Context: an optimization exercise on an open-source flow, tuned for small area, a short achievable clock period and few clock cycles per item. The choices shown serve that exercise and are no tape-out recipe.
At most, simulation tests tie the RTL to the original design; equivalence was not proved.
No functional check of the RTL was part of runs 1 and 2.
Power figures rest on the tool's default switching activity, not on a simulated workload.

==> flow/design.v <==
`timescale 1ns / 1ps
package sta_pkg;
	localparam int COEF_W        = 32;
	localparam int EXP_W         = 16;
	localparam int CNT_W         = 7;
	localparam int DEF_MAX_TERMS = 64;
endpackage
`timescale 1ns / 1ps
module sta_ctrl
(
	input  logic signed [sta_pkg::COEF_W-1:0] a,
	input  logic signed [sta_pkg::COEF_W-1:0] b,
	output logic signed [sta_pkg::COEF_W-1:0] sum,
	output logic                              zero
);
	localparam int W = sta_pkg::COEF_W;
	logic signed [W:0] wide;
	logic [W-1:0]      bit_ok;
	assign wide = {a[W-1], a} + {b[W-1], b};
	always_comb begin
		if (wide[W] != wide[W-1]) begin
			sum = wide[W] ? {1'b1, {(W-1){1'b0}}} : {1'b0, {(W-1){1'b1}}};
		end else begin
			sum = wide[W-1:0];
		end
	end
	assign bit_ok[0] = ~(a[0] ^ b[0]);
	genvar i;
	generate
		for (i = 1; i < W; i++) begin : g_z
			assign bit_ok[i] = ~((a[i] ^ b[i]) ^ (a[i-1] | b[i-1]));
		end
	endgenerate
	assign zero = (&bit_ok) & ~(a[W-1] & b[W-1]);
endmodule
`timescale 1ns / 1ps
module sta_dp
#(
	parameter int N = sta_pkg::DEF_MAX_TERMS
) (
	input  logic                              clk,
	input  logic [N-1:0]                      sel_up,
	input  logic [N-1:0]                      sel_dn,
	input  logic [N-1:0]                      sel_bus_e,
	input  logic [N-1:0]                      sel_bus_c,
	input  logic [sta_pkg::COEF_W-1:0] bus_c,
	input  logic [sta_pkg::EXP_W-1:0]  bus_e,
	output logic [N-1:0][sta_pkg::COEF_W-1:0] ce,
	output logic [N-1:0][sta_pkg::EXP_W-1:0]  ee
);
	genvar i;
	generate
		for (i = 0; i < N; i++) begin : g_e
			logic [sta_pkg::COEF_W-1:0] c_up, c_dn;
			logic [sta_pkg::EXP_W-1:0]  e_up, e_dn;
			if (i == 0) begin : g_lo
				assign c_up = ce[0];
				assign e_up = ee[0];
			end else begin : g_lo
				assign c_up = ce[i-1];
				assign e_up = ee[i-1];
			end
			if (i == N-1) begin : g_hi
				assign c_dn = ce[N-1];
				assign e_dn = ee[N-1];
			end else begin : g_hi
				assign c_dn = ce[i+1];
				assign e_dn = ee[i+1];
			end
			logic hold;
			assign hold = ~(sel_bus_c[i] | sel_up[i] | sel_dn[i]);
			logic hold_e;
			assign hold_e = ~(sel_bus_e[i] | sel_up[i] | sel_dn[i]);
			always_ff @(posedge clk) begin
				ce[i] <= ({sta_pkg::COEF_W{sel_bus_c[i]}} & bus_c) | ({sta_pkg::COEF_W{sel_up[i]}} & c_up)
				       | ({sta_pkg::COEF_W{sel_dn[i]}} & c_dn) | ({sta_pkg::COEF_W{hold}} & ce[i]);
				ee[i] <= ({sta_pkg::EXP_W{sel_bus_e[i]}} & bus_e) | ({sta_pkg::EXP_W{sel_up[i]}} & e_up)
				       | ({sta_pkg::EXP_W{sel_dn[i]}} & e_dn) | ({sta_pkg::EXP_W{hold_e}} & ee[i]);
			end
		end
	endgenerate
endmodule
`timescale 1ns / 1ps
module sorted_term_accumulator
#(
	parameter int MAX_TERMS = sta_pkg::DEF_MAX_TERMS
) (
	input  logic                     clk,
	input  logic                     arst_n,
	input  logic                     in_valid,
	output logic                     in_stall,
	input  logic                     op,
	input  logic signed [sta_pkg::COEF_W-1:0] coefficient,
	input  logic signed [sta_pkg::EXP_W-1:0]  exponent,
	output logic                     out_valid,
	input  logic                     out_stall,
	output logic signed [sta_pkg::COEF_W-1:0] term_coefficient,
	output logic signed [sta_pkg::EXP_W-1:0]  term_exponent,
	output logic                     term_valid,
	output logic                     last,
	output logic                     dropped,
	output logic [sta_pkg::CNT_W-1:0]         term_count
);
	localparam int N  = MAX_TERMS;
	localparam int CW = sta_pkg::COEF_W;
	localparam int EW = sta_pkg::EXP_W;
	localparam int KW = sta_pkg::CNT_W;
	localparam int OW = CW + EW + 3 + KW;
	logic [N-1:0][CW-1:0] ce;
	logic [N-1:0][EW-1:0] ee;
	logic [N-1:0]         sel_up, sel_dn, sel_bus_e, sel_bus_c;
	logic [CW-1:0] bus_c;
	logic [EW-1:0] bus_e;
	sta_dp #(.N(N)) u_dp (
		.clk       (clk),
		.sel_up    (sel_up),
		.sel_dn    (sel_dn),
		.sel_bus_e (sel_bus_e),
		.sel_bus_c (sel_bus_c),
		.bus_c     (bus_c),
		.bus_e     (bus_e),
		.ce        (ce),
		.ee        (ee)
	);
	logic [N-1:0]  v_q;
	logic [KW-1:0] cnt_q;
	logic                 a_vld_q, a_op_q;
	logic signed [CW-1:0] a_c_q;
	logic signed [EW-1:0] a_e_q;
	logic                 b_vld_q, b_op_q, b_found_q, b_zero_q;
	logic signed [CW-1:0] b_c_q, b_cm_q;
	logic signed [EW-1:0] b_e_q;
	logic [N-1:0]         b_ge_q;    
	logic [KW-1:0]        b_j_q;     
	logic                 in_stall_q;
	logic [1:0]           q_cnt_q;
	logic                 o_vld_q;
	logic [OW-1:0]        o_q, s_q;
	logic signed [CW-1:0] sum, sum_a;
	logic                 zero, zero_a;
	sta_ctrl u_add (
		.a    (b_cm_q),
		.b    (b_c_q),
		.sum  (sum),
		.zero ()
	);
	assign zero = b_zero_q;
	logic          q_space, b_fire, b_done, full, empty, is_add, d_last;
	logic          do_ins, do_upd, do_del, do_dmp, do_drop;
	logic [N-1:0]  pos_oh;
	logic [N-1:0]  v_up1;   
	logic [OW-1:0] push_w;
	logic [KW-1:0] cnt_n;
	assign q_space = (q_cnt_q != 2'd2);
	assign b_fire  = b_vld_q & q_space;
	assign full    = v_q[N-1];
	assign empty   = ~v_q[0];
	assign is_add  = ~b_op_q;
	assign d_last  = ((b_j_q + KW'(1)) == cnt_q);
	assign do_ins  = b_fire & is_add & ~b_found_q & ~full;
	assign do_drop = b_fire & is_add & ~b_found_q & full;
	assign do_upd  = b_fire & is_add & b_found_q & ~zero;
	assign do_del  = b_fire & is_add & b_found_q & zero;
	assign do_dmp  = b_fire & b_op_q & ~empty;
	assign b_done  = b_fire & (is_add | empty | d_last);
	assign pos_oh = b_ge_q & ~{b_ge_q[N-2:0], 1'b0};
	assign v_up1  = {1'b0, v_q[N-1:1]};
	always_comb begin
		sel_up    = do_ins ? {b_ge_q[N-2:0], 1'b0} : '0;
		sel_dn    = (do_del ? b_ge_q : '0) | (do_dmp ? v_up1 : '0);
		sel_bus_e = (do_ins ? pos_oh : '0) | (do_dmp ? ~v_up1 : '0);
		sel_bus_c = sel_bus_e | (do_upd ? pos_oh : '0);
		bus_e     = b_op_q ? ee[0] : b_e_q;
		bus_c     = b_op_q ? ce[0] : (b_found_q ? sum : b_c_q);
	end
	always_comb begin
		cnt_n = cnt_q;
		if (do_ins) begin
			cnt_n = cnt_q + KW'(1);
		end else if (do_del) begin
			cnt_n = cnt_q - KW'(1);
		end
	end
	always_comb begin
		if (b_op_q & ~empty) begin
			push_w = {ce[0], ee[0], 1'b1, d_last, 1'b0, cnt_q};
		end else begin
			push_w = {{(CW+EW){1'b0}}, 1'b0, 1'b1, do_drop, cnt_n};
		end
	end
	logic [N-1:0]         lt_raw, eq_raw, ge_raw, ge_n;
	logic                 found_raw, found_n, e_same, e_blt, a_adv, accept;
	logic signed [CW-1:0] cm_raw, cm_n;
	always_comb begin
		cm_raw = '0;
		for (int i = 0; i < N; i++) begin
			lt_raw[i] = v_q[i] & ($signed(ee[i]) < a_e_q);
			eq_raw[i] = v_q[i] & (ee[i] == a_e_q);
			cm_raw    = cm_raw | (eq_raw[i] ? ce[i] : '0);
		end
	end
	assign ge_raw    = ~lt_raw;
	assign found_raw = |eq_raw;
	assign e_same    = (b_e_q == a_e_q);
	assign e_blt     = (b_e_q < a_e_q);
	always_comb begin
		ge_n    = ge_raw;
		found_n = found_raw;
		cm_n    = cm_raw;
		if (do_ins) begin
			for (int i = 0; i < N; i++) begin
				if (pos_oh[i]) begin
					ge_n[i] = ~e_blt;
				end else if (b_ge_q[i] && i > 0) begin
					ge_n[i] = ge_raw[(i > 0) ? i-1 : 0];
				end
			end
			if (e_same) begin
				found_n = 1'b1;
				cm_n    = b_c_q;
			end
		end else if (do_upd) begin
			if (e_same) begin
				cm_n = sum;
			end
		end else if (do_del) begin
			for (int i = 0; i < N; i++) begin
				if (b_ge_q[i]) begin
					ge_n[i] = (i == N-1) ? 1'b1 : ge_raw[i+1];
				end
			end
			if (e_same) begin
				found_n = 1'b0;
			end
		end
	end
	sta_ctrl u_zero (
		.a    (cm_n),
		.b    (a_c_q),
		.sum  (sum_a),
		.zero (zero_a)
	);
	assign a_adv  = a_vld_q & (~b_vld_q | (b_fire & is_add));
	assign accept = in_valid & ~in_stall_q;
	logic       a_vld_n, b_vld_n, b_op_n, push, pop;
	logic [1:0] q_cnt_n;
	assign push    = b_fire;
	assign pop     = o_vld_q & ~out_stall;
	assign a_vld_n = accept | (a_vld_q & ~a_adv);
	assign b_vld_n = a_adv | (b_vld_q & ~b_done);
	assign b_op_n  = a_adv ? a_op_q : b_op_q;
	assign q_cnt_n = q_cnt_q + {1'b0, push} - {1'b0, pop};
	always_ff @(posedge clk or negedge arst_n) begin
		if (!arst_n) begin
			a_vld_q    <= 1'b0;
			b_vld_q    <= 1'b0;
			in_stall_q <= 1'b0;
			q_cnt_q    <= '0;
			o_vld_q    <= 1'b0;
			v_q        <= '0;
			cnt_q      <= '0;
		end else begin
			a_vld_q    <= a_vld_n;
			b_vld_q    <= b_vld_n;
			in_stall_q <= a_vld_n & b_vld_n & ~(~b_op_n & (q_cnt_n != 2'd2));
			q_cnt_q    <= q_cnt_n;
			o_vld_q    <= (q_cnt_n != 2'd0);
			cnt_q      <= cnt_n;
			if (do_ins) begin
				v_q <= {v_q[N-2:0], 1'b1};
			end else if (do_del) begin
				v_q <= {1'b0, v_q[N-1:1]};
			end
		end
	end
	always_ff @(posedge clk) begin
		if (accept) begin
			a_op_q <= op;
			a_c_q  <= coefficient;
			a_e_q  <= exponent;
		end
		if (a_adv) begin
			b_op_q    <= a_op_q;
			b_c_q     <= a_c_q;
			b_e_q     <= a_e_q;
			b_ge_q    <= ge_n;
			b_found_q <= found_n;
			b_cm_q    <= cm_n;
			b_zero_q  <= zero_a;
			b_j_q     <= '0;
		end else if (do_dmp) begin
			b_j_q     <= b_j_q + KW'(1);
		end
		if (push) begin
			if (!o_vld_q || (pop && q_cnt_q == 2'd1)) begin
				o_q <= push_w;
			end else if (pop) begin
				o_q <= s_q;
				s_q <= push_w;
			end else begin
				s_q <= push_w;
			end
		end else if (pop) begin
			o_q <= s_q;
		end
	end
	assign in_stall         = in_stall_q;
	assign out_valid        = o_vld_q;
	assign term_coefficient = o_q[OW-1 -: CW];
	assign term_exponent    = o_q[OW-CW-1 -: EW];
	assign term_valid       = o_q[KW+2];
	assign last             = o_q[KW+1];
	assign dropped          = o_q[KW];
	assign term_count       = o_q[KW-1:0];
endmodule
==> flow/run.sh <==
#!/bin/bash
# synth_recipe.tcl (not shown) runs the flow's synth.tcl, then flattens the netlist and writes it again
# the make line also repeats each setting of config.mk as NAME=value (left out here)
make -C /OpenROAD-flow-scripts/flow DESIGN_CONFIG=/design/flow/config.mk WORK_HOME=/design/flow/orfs CLKGATE_MAP_FILE= SYNTH_SCRIPT=/design/flow/synth_recipe.tcl finish
==> flow/config.mk <==
export PLATFORM = sky130hd
export DESIGN_NAME = sorted_term_accumulator
export DESIGN_NICKNAME = sorted_term_accumulator
export VERILOG_FILES = /design/flow/design.v
export SDC_FILE = /design/flow/constraint.sdc
export NUM_CORES = 4
export LEC_CHECK = 0
export CAP_MARGIN = 20
export CORE_MARGIN = 2
export CORE_UTILIZATION = 35
export SETUP_SLACK_MARGIN = 4.5
export SLEW_MARGIN = 20
==> flow/constraint.sdc <==
create_clock -name core_clock -period 8.0 [get_ports {clk}]
set_input_delay 1.6000 -clock core_clock [delete_from_list [all_inputs] [get_ports {clk}]]
set_output_delay 1.6000 -clock core_clock [all_outputs]
set_load 0.01 [all_outputs]
==> results of run 1 <==
==> metrics by stage <==
step	cell area [um^2]	instances	total power, W	util (%)	worst slack [ps]
floorplan	188000	20700	0.0669	-	2970
global placement	199000	26400	0.104	37.4	648
detailed placement	199000	26400	0.105	37.4	692
CTS	243000	28200	0.149	45.5	2750
==> power groups by stage <==
stage	logic [W]	clock network [W]	registers, W
floorplan	0.0352	0	0.0317
global placement	0.0602	0	0.0439
detailed placement	0.0611	0	0.0437
CTS	0.0856	0.0203	0.0435
==> kinds of logic after synthesis <==
logic type,Yosys count
compound gates,7926
simple gates,5442
flops,3468
buf+inv,2544
fa+ha+maj,1110
mux,163
xor+xnor,86
==> worst min-delay path by stage <==
stage / slack, ps / start / end / cells past startpoint
floorplan: 430 / a_c_q[0]$_DFFE_PP_ / b_c_q[0]$_DFFE_PP_ / 0
global placement: 470 / u_dp.ee[407]$_DFF_P_ / u_dp.ee[407]$_DFF_P_ / 2
detailed placement: 460 / a_c_q[26]$_DFFE_PP_ / b_c_q[26]$_DFFE_PP_ / 0
CTS: 480 / u_dp.ee[864]$_DFF_P_ / u_dp.ee[864]$_DFF_P_ / 2
==> what timing repair did <==
action,4_1_cts
resized for setup,3829
cloned,274
hold endpoints to repair,0
pin swaps,1430
endpoints found under the setup margin,2970
setup buffers,757
==> layer usage <==
metal  GRT overflow  global-route usage [%]
met5              0                    29.1
met4              0                    34.5
met3              0                    46.6
met2              1                    69.0
met1              0                    69.4
==> synthesized netlist by cell type (419+ instances only) <==
library cell,instances,share of area [%]
o21ai_0,1178,3.1
o311ai_0,809,3.8
dfxtp_1,3138,34
nor2_1,498,1.0
nand2_1,3539,7.1
a22o_1,419,2.0
a222oi_1,2737,15
a221oi_1,439,2.1
a22oi_1,531,2.1
ha_1,1109,7.4
clkbuf_1,2194,4.4
a21oi_1,451,1.2
==> metrics.md, run 1 <==
| Metric | Value |
|---|---|
| Status | did not finish |
| Stopped at | 5_1_grt |
| Tool error | [ERROR GRT-0232] Routing congestion too high. Check the congestion heatmap in the GUI. |
| Mapped Area | 0.188 mm^2 |
| Die Height | 736 um |
| Detailed placement HPWL | 1090 mm |
| Grt ovf | 1 |
| All-Layer GR Usage | 58.7% |
| EDFF count, synth | 253 |
| Die width | 736 um |
| Clock buffer depth | 4 |
| Ports | 113 |
| Post-Syn Nets | 21,900 |
| Mapped Cells | 20,700 |
| Post-Synth Adder-Cell Area | 7.41% |
| Fraction of registers with async set or reset after synthesis | 2.22% |
| GPL Wtd Cong | 1.10 |
| Buffers on Ports | 112 |
| Post-synth top flop | dfxtp_1 |
| Simple-gate portion of the synthesized area | 12.7% |
| Complex-gate fraction of the synthesized area | 34.8% |
| Post-Synth XOR/XNOR Area | 0.402% |
| Pin count of the biggest net entering global routing | 84 |
| Main combinational cell family by area after synthesis | compound AO/OA/AOI/OAI gates |
| CTS Hold Buffers Added | 0 |
| Sequential area share after synthesis | 38.6% |
| Row cnt | 268 |
| Post-synthesis cell type count | 91 |
| Clock sinks | 3,468 |
| Yosys warning count | 3 |
| Initial Util | 35.2% |
| Mux contribution to synthesized area | 0.894% |
| Total CTS buffers | 421 |
| Root Driver | clkbuf_16 |
| H-tree Lvls | 5 |
| Avg Inst Size Synth | 9.04 um^2 |
| #FFs+latches synth | 3,468 |
==> run 2, diff against run 1 <==
--- a/flow/design.v
+++ b/flow/design.v
@@ -128,5 +128,5 @@
 	logic signed [CW-1:0] a_c_q;
 	logic signed [EW-1:0] a_e_q;
-	logic                 b_vld_q, b_op_q, b_found_q, b_zero_q;
+	logic                 b_vld_q, b_op_q, b_found_q;
 	logic signed [CW-1:0] b_c_q, b_cm_q;
 	logic signed [EW-1:0] b_e_q;
@@ -137,13 +137,12 @@
 	logic                 o_vld_q;
 	logic [OW-1:0]        o_q, s_q;
-	logic signed [CW-1:0] sum, sum_a;
-	logic                 zero, zero_a;
+	logic signed [CW-1:0] sum;
+	logic                 zero;
 	sta_ctrl u_add (
 		.a    (b_cm_q),
 		.b    (b_c_q),
 		.sum  (sum),
-		.zero ()
+		.zero (zero)
 	);
-	assign zero = b_zero_q;
 	logic          q_space, b_fire, b_done, full, empty, is_add, d_last;
 	logic          do_ins, do_upd, do_del, do_dmp, do_drop;
@@ -235,10 +234,4 @@
 		end
 	end
-	sta_ctrl u_zero (
-		.a    (cm_n),
-		.b    (a_c_q),
-		.sum  (sum_a),
-		.zero (zero_a)
-	);
 	assign a_adv  = a_vld_q & (~b_vld_q | (b_fire & is_add));
 	assign accept = in_valid & ~in_stall_q;
@@ -287,5 +280,4 @@
 			b_found_q <= found_n;
 			b_cm_q    <= cm_n;
-			b_zero_q  <= zero_a;
 			b_j_q     <= '0;
 		end else if (do_dmp) begin
==> run 2 against run 1 <==
  * Synthesized cell count fell by 5.4%
  * Synthesized area fell by 2.1%
  * The run again fails in 5_1_grt
==> metrics.md, run 2 <==
| Metric | Value |
|---|---|
| Ports | 113 |
| Mapped Area | 0.184 mm^2 |
| Die width | 728 um |
| Top cells by area, synth | dfxtp_1 34%, a222oi_1 16%, ha_1 7.6%, o31ai_1 5.8%, nand2_1 5.0% |
| Clock sinks | 3,467 |
| Leading area contributor after synthesis | dfxtp_1 |
| Post-Syn Nets | 20,800 |
| Detailed placement HPWL | 898 mm |
| Synth top cells by count | 3,138 x dfxtp_1, 2,964 x a222oi_1, 2,455 x nand2_1, 1,843 x clkbuf_1, 1,416 x o31ai_1 |
| Root Driver | clkbuf_16 |
| Die Height | 728 um |
| CTS Hold Buffers Added | 0 |
| First-pass GRT wire length | 2840 mm |
| Row cnt | 266 |
| Fraction of registers with async set or reset after synthesis | 2.22% |
| Placed Area | 0.197 mm^2 |
| Total CTS buffers | 406 |
| Sequential area share after synthesis | 39.4% |
| Post-synth top flop | dfxtp_1 |
| Stopped at | 5_1_grt |
| Post-synthesis cell type count | 91 |
| Clock buffer depth | 4 |
| Status | did not finish |
| Mapped Cells | 19,600 |
| Initial Util | 35.1% |
| Tool error | [ERROR GRT-0116] Global routing finished with congestion. Check the congestion regions in the DRC Viewer. |
| All-Layer GR Usage | 77.4% |
| Buffers on Ports | 112 |
| Yosys warning count | 3 |
| Grt ovf | 3,061 |
| H-tree Lvls | 5 |
| Top-count cell post-synth | dfxtp_1 |
| EDFF count, synth | 252 |
| Top-area cell type share of the netlist area | 34.2% |
| Placed Cells | 25,400 |
| Avg Inst Size Synth | 9.35 um^2 |
| Pin count of the biggest net entering global routing | 109 |
| #FFs+latches synth | 3,467 |
| Vias in the first global route | 255,000 |
| GPL Wtd Cong | 1.12 |
## run 2: cell types whose count changed after synthesis, moves of 167 or more
cell,previous run,this run
o31ai_1,48,1416
nand2_1,3539,2455
o311ai_0,809,11
o21ai_0,1178,811
clkbuf_1,2194,1843
a22oi_1,531,184
o21a_1,79,320
a222oi_1,2737,2964
a221o_1,231,9
o221ai_1,214,10
o21ai_1,36,203
## run 2: stage by stage
stage | hold WS [ps] | setup WS (ps)
after detailed placement | 405 | 1450
after floorplan | 400 | 3960
after global placement | 401 | 466
after CTS | 400 | 3610
## run 2: kinds of logic after synthesis
| family | Yosys count | synth area share, % |
|---|---|---|
| AOI/OAI and AO/OA | 8079 | 36.0 |
| xor gates and xnor gates | 80 | 0.382 |
| adders and majority gates | 1133 | 7.70 |
| buffers and inverters | 2474 | 5.38 |
| DFF | 3467 | 39.4 |
| muxes | 173 | 0.976 |
| and+or+nand+nor | 4221 | 10.2 |
## run 2: worst min path at each step
stage | start | end | depth (start not counted)
CTS | a_c_q[1]$_DFFE_PP_ | b_c_q[1]$_DFFE_PP_ | 0
detailed placement | a_c_q[29]$_DFFE_PP_ | b_c_q[29]$_DFFE_PP_ | 0
global placement | a_c_q[19]$_DFFE_PP_ | b_c_q[19]$_DFFE_PP_ | 0
floorplan | a_c_q[0]$_DFFE_PP_ | b_c_q[0]$_DFFE_PP_ | 0
## run 2: timing repair
item	4_1_cts
setup buffers	1777
resized for setup	4261
endpoints found under the setup margin	3312
pin swaps	1351
gates cloned	600
## run 2: power by group through the flow
stage | Clock (W) | Sequential [W] | Combinational, W
global placement | 0 | 0.0407 | 0.0619
detailed placement | 0 | 0.0406 | 0.0628
floorplan | 0 | 0.0333 | 0.0366
CTS | 0.0196 | 0.0405 | 0.0919
## run 2: metal layers
metal	global-route usage, %	overflow
met5	55.2	46
met2	83.1	1284
met1	79.8	399
met3	73.4	433
met4	70.2	899
==> run 3, diff against run 2 <==
--- a/flow/design.v
+++ b/flow/design.v
@@ -68,13 +68,19 @@
 				assign e_dn = ee[i+1];
 			end
-			logic hold;
-			assign hold = ~(sel_bus_c[i] | sel_up[i] | sel_dn[i]);
-			logic hold_e;
-			assign hold_e = ~(sel_bus_e[i] | sel_up[i] | sel_dn[i]);
 			always_ff @(posedge clk) begin
-				ce[i] <= ({sta_pkg::COEF_W{sel_bus_c[i]}} & bus_c) | ({sta_pkg::COEF_W{sel_up[i]}} & c_up)
-				       | ({sta_pkg::COEF_W{sel_dn[i]}} & c_dn) | ({sta_pkg::COEF_W{hold}} & ce[i]);
-				ee[i] <= ({sta_pkg::EXP_W{sel_bus_e[i]}} & bus_e) | ({sta_pkg::EXP_W{sel_up[i]}} & e_up)
-				       | ({sta_pkg::EXP_W{sel_dn[i]}} & e_dn) | ({sta_pkg::EXP_W{hold_e}} & ee[i]);
+				if (sel_bus_c[i]) begin
+					ce[i] <= bus_c;
+				end else if (sel_up[i]) begin
+					ce[i] <= c_up;
+				end else if (sel_dn[i]) begin
+					ce[i] <= c_dn;
+				end
+				if (sel_bus_e[i]) begin
+					ee[i] <= bus_e;
+				end else if (sel_up[i]) begin
+					ee[i] <= e_up;
+				end else if (sel_dn[i]) begin
+					ee[i] <= e_dn;
+				end
 			end
 		end
--- a/flow/config.mk
+++ b/flow/config.mk
@@ -8,5 +8,4 @@
 export CAP_MARGIN = 20
 export CORE_MARGIN = 2
-export CORE_UTILIZATION = 35
-export SETUP_SLACK_MARGIN = 4.5
+export CORE_UTILIZATION = 40
 export SLEW_MARGIN = 20
==> run 3 against run 2 <==
  * The flow again stops in 5_1_grt
  * Synthesized cell count rose by 33%
  * Synthesized area rose by 24%
==> metrics.md, run 3 <==
| Metric | Value |
|---|---|
| Status | did not finish |
| Stopped at | 5_1_grt |
| Tool error | [ERROR GRT-0116] Global routing finished with congestion. Check the congestion regions in the DRC Viewer. |
| Avg Inst Size Synth | 8.68 um^2 |
| Mapped Cells | 26,200 |
| Post-synth top flop | edfxtp_1 |
| #FFs+latches synth | 3,467 |
| Pin count of the biggest net entering global routing | 112 |
| Yosys warning count | 3 |
| Vias in the first global route | 243,000 |
| GPL Wtd Cong | 1.25 |
| Sequential area share after synthesis | 45.3% |
| Initial Util | 40.2% |
| Post-Syn Nets | 27,400 |
| Grt ovf | 13 |
| Top cells by area, synth | edfxtp_1 44%, nand2_1 11%, ha_1 6.1%, a31oi_1 5.0%, a21oi_1 4.3% |
| Leading area contributor after synthesis | edfxtp_1 |
| EDFF count, synth | 3,324 |
| Placed Cells | 32,200 |
| Fraction of registers with async set or reset after synthesis | 2.22% |
| Buffers on Ports | 112 |
| Setup Buffers After CTS | 0 |
| Post-synthesis cell type count | 99 |
| Root Driver | clkbuf_16 |
| Ports | 113 |
| Placed Area | 0.239 mm^2 |
| Total CTS buffers | 427 |
| Top-count cell post-synth | nand2_1 |
| Mapped Area | 0.227 mm^2 |
| Clock buffer depth | 4 |
| Die width | 758 um |
| Detailed placement HPWL | 1170 mm |
| Row cnt | 276 |
| H-tree Lvls | 5 |
| Top-area cell type share of the netlist area | 43.9% |
| Resized cells post-CTS | 0 |
| Synth top cells by count | 6,474 x nand2_1, 3,324 x edfxtp_1, 2,132 x clkbuf_1, 1,957 x a21oi_1, 1,821 x a31oi_1 |
| All-Layer GR Usage | 61.8% |
| Clock sinks | 3,467 |
| First-pass GRT wire length | 2440 mm |
| Die Height | 758 um |
| CTS Hold Buffers Added | 0 |
## run 3: cell families after synthesis
kind of cell	synth area share, %
AND/OR/NAND/NOR	19.1
AO/OA/AOI/OAI	22.9
flip-flops	45.3
buffers and inverters	4.84
adder cells (fa/ha/maj)	6.19
multiplexers	1.37
XOR/XNOR	0.300
## run 3: stage by stage
step	power (W)	setup WS, ps
2_1_floorplan	0.0959	2160
3_3_place_gp	0.141	1400
3_5_place_dp	0.142	1980
4_1_cts	0.163	1930
## run 3: worst max path at each step
stage	startpoint	cells after the start	to
after floorplan	b_vld_q$_DFF_PN0_	4	in_stall_q$_DFF_PN0_
after global placement	b_c_q[6]$_DFFE_PP_	12	b_cm_q[29]$_DFFE_PP_
after detailed placement	b_cm_q[12]$_DFFE_PP_	11	u_dp.ce[615]$_DFFE_PP_
after CTS	b_c_q[14]$_DFFE_PP_	11	u_dp.ce[608]$_DFFE_PP_
## run 3: per-layer routing
layer | GRT overflow | global-route usage, %
met1 | 0 | 66.9
met2 | 2 | 77.3
met3 | 1 | 42.7
met4 | 10 | 55.3
met5 | 0 | 22.3
## run 3: power by group through the flow
stage | combinational, W | clock [W] | sequential, W
after global placement | 0.0805 | 0 | 0.0610
after floorplan | 0.0515 | 0 | 0.0444
after CTS | 0.0820 | 0.0203 | 0.0605
after detailed placement | 0.0818 | 0 | 0.0607
Testbench counts of run 3, summed over its fixed seeds: cycles 7,960, items 4,974.
